Background: an optimization exercise with open tools, aiming at small area and a short achievable clock period. Do not read the settings as production practice. Function was checked by simulation only, so behaviour that the tests miss may differ from the original. No activity file was given, so power comes from the tool's default toggle rates.

// xgpon_burst_tx
module xgpon_burst_tx
(
    input  logic                   axis_clk,
    input  logic                   axis_reset,
    input  axis_pkg::axis_word_t             in_data,
    input  axis_pkg::axis_keep_t             in_keep,
    input  logic                   in_last,
    input  logic                   in_user,
    input  logic                   in_valid,
    output logic                   in_ready,
    input  logic [burst_pkg::count_width-1:0] preamble_words,
    input  axis_pkg::axis_word_t             preamble_pattern,
    input  axis_pkg::axis_word_t             trailer_pattern,
    output axis_pkg::axis_word_t             out_data,
    output axis_pkg::axis_keep_t             out_keep,
    output logic                   out_last,
    output logic                   out_user,
    output logic                   out_valid
);
export LEC_CHECK = 0
export ABC_CLOCK_PERIOD_IN_PS = 2300
export CAP_MARGIN = 20
export CORE_MARGIN = 2
export CORE_UTILIZATION = 50
export CTS_CLUSTER_DIAMETER = 70
export CTS_CLUSTER_SIZE = 30
export SETUP_SLACK_MARGIN = 2.3
export SLEW_MARGIN = 20
export TNS_END_PERCENT = 10
create_clock -name core_clock -period 4.5 [get_ports {axis_clk}]
standard.sh (not shown) runs the stock make flow with config.mk's settings and CLKGATE_MAP_FILE= SYNTH_SCRIPT=/design/flow/synth_recipe.tcl, a recipe that flattens the netlist after the stock synthesis.
==> flow/flow/run.sh <==
#!/bin/bash
set -uo pipefail
export BUFFER_PORTS_ARGS="-buffer_cell sky130_fd_sc_hd__buf_2"
export CTS_ARGS="-sink_clustering_enable -repair_clock_nets -sink_clustering_size 30 -sink_clustering_max_diameter 70 -dont_use_dummy_load"
bash standard.sh > standard.log 2>&1
status=$?
# keep each step's full log beside the run
if [[ -d orfs/logs ]]; then
  mkdir -p logs
  cp -r orfs/logs/. logs/ 2>/dev/null || true
fi
exit $status
The baseline ran to the end with no violations.
==> next run, changes <==
Settings changed: CORE_UTILIZATION 50 to 45.
=> The changed run passed the timing, DRC and antenna checks; total power hardly moves; wire length shrinks by 0.83%; final area hardly moves; sequential share of layout area is about the same; setup slack is worse by 0.036 ns.


Setup of the previous run:
Starting RTL as in the previous note.
==> flow/config.mk <==
export PLATFORM = sky130hd
export DESIGN_NAME = xgpon_burst_tx
export DESIGN_NICKNAME = xgpon_burst_tx
export VERILOG_FILES = /design/flow/design.v
export SDC_FILE = /design/flow/constraint.sdc
export NUM_CORES = 4
export LEC_CHECK = 0
export ABC_CLOCK_PERIOD_IN_PS = 2300
export CAP_MARGIN = 20
export CORE_MARGIN = 2
export CORE_UTILIZATION = 45
export CTS_CLUSTER_DIAMETER = 70
export CTS_CLUSTER_SIZE = 30
export SETUP_SLACK_MARGIN = 2.5
export SLEW_MARGIN = 20
export TNS_END_PERCENT = 10
==> flow/constraint.sdc <==
create_clock -name core_clock -period 4.5 [get_ports {axis_clk}]
set_input_delay 0.9000 -clock core_clock [delete_from_list [all_inputs] [get_ports {axis_clk}]]
set_output_delay 0.9000 -clock core_clock [all_outputs]
set_load 0.01 [all_outputs]
Scripts as last shown in full above: flow/flow/run.sh
Inputs modified between the previous run and the current run:
# the previous run
export LEC_CHECK = 0
export ABC_CLOCK_PERIOD_IN_PS = 2300
export CAP_MARGIN = 20
export CORE_MARGIN = 2
export CORE_UTILIZATION = 45
export CTS_CLUSTER_DIAMETER = 70
export CTS_CLUSTER_SIZE = 30
export SETUP_SLACK_MARGIN = 2.5
export SLEW_MARGIN = 20
export TNS_END_PERCENT = 10
create_clock -name core_clock -period 4.5 [get_ports {axis_clk}]
# the current run
export LEC_CHECK = 0
export ABC_CLOCK_PERIOD_IN_PS = 2300
export CAP_MARGIN = 20
export CORE_MARGIN = 2
export CORE_UTILIZATION = 45
export CTS_CLUSTER_DIAMETER = 70
export CTS_CLUSTER_SIZE = 30
export SETUP_SLACK_MARGIN = 2.3
export SLEW_MARGIN = 20
create_clock -name core_clock -period 4.5 [get_ports {axis_clk}]
Notes after the runs:
Tightest hold margin was higher in the run labelled the previous run. Final worst clock skew (the current run over the previous run): increase, 0.088 ns. Changes observed in the current run relative to the previous run: growth of design area from synthesis to finish fell by 1.6 points, utilization after layout fell by 0.74 points, internal reg-to-reg setup slack fell by 0.04 ns, sequential share of cell area rose by 1.1 points. Note that the number of buffers inserted during clock tree synthesis recorded for the previous run amounts to 1.13 times the value seen in the current run.


== P ==
Another version of the RTL of xgpon_burst_tx (not shown whole).
For scale: roughly 2,600 flip-flops, ~160 I/O pins.
Settings: LEC_CHECK=0, ABC_CLOCK_PERIOD_IN_PS=2300, CAP_MARGIN=20, CORE_MARGIN=2, CORE_UTILIZATION=45, CTS_CLUSTER_DIAMETER=70, CTS_CLUSTER_SIZE=30, SETUP_SLACK_MARGIN=2.3, SLEW_MARGIN=20, TNS_END_PERCENT=10; clock period 4.5 ns.
run.sh (not shown) runs the stock make flow with config.mk's settings and CLKGATE_MAP_FILE= SYNTH_SCRIPT=/design/flow/synth_recipe.tcl, a recipe that flattens the netlist after the stock synthesis.
Stock flow here: none of the scripts above is used.
P completed every stage of the flow, and the final layout passed the timing, DRC and antenna checks.
### P -> Q
- clearing TNS_END_PERCENT, which used to be 10
Delta (Q minus P): number of clock buffer instances in the layout lower, final instance area increased 3.4%, final cycle utilization of the critical path went up by 0.90 points, critical path data arrival time +0.03 ns, highest clock frequency the design can meet shrank by about 1.7%. Looking at capture point of the worst path, the u_buffer.head_b[16] result is from P; the u_buffer.mem_a[21][5] one comes from Q. Q vs P, uppermost layer routed: met5 vs met4.

afterwards: timing with drivers on the ports:
The flow's constraints put no driver on any port. The routed layouts listed below were extracted and timed again, unchanged, in two steps. Step 1, drivers: a clkbuf_16 drives axis_clk and a buf_2 each remaining input, both assumed. Step 2 times the ports against the registers' clock, not the clock port: input delays grow and output delays shrink by t, the midpoint of the rising clock arrivals with the driver on. Three values: ideal, step 1, step 2; two values: the first two.
run | t, ns | setup WS [ns] | hold slack, ns | clock arrival spread, ns
the first run of note 1 | 0.879 | 2.006 / 2.036 / 1.197 | 0.374 / 0.308 / 0.511 | 0.079 / 0.079
the second run of note 1 | 0.895 | 1.970 / 1.970 / 1.276 | 0.358 / 0.300 / 0.511 | 0.099 / 0.098
the previous run | 0.879 | 2.223 / 2.223 / 1.440 | 0.359 / 0.309 / 0.510 | 0.098 / 0.098
the current run | 0.866 | 2.096 / 2.008 / 1.460 | 0.328 / 0.285 / 0.501 | 0.168 / 0.168
P | 0.899 | 2.110 / 2.029 / 1.222 | 0.513 / 0.505 / 0.513 | 0.046 / 0.045
Q | 0.909 | 2.069 / 2.068 / 1.158 | 0.487 / 0.487 / 0.487 | 0.054 / 0.055
After both steps every run listed still meets setup and hold. The setup slack of Q, which loses most, moves by -0.001 ns with the drivers and by -0.911 ns with both steps.
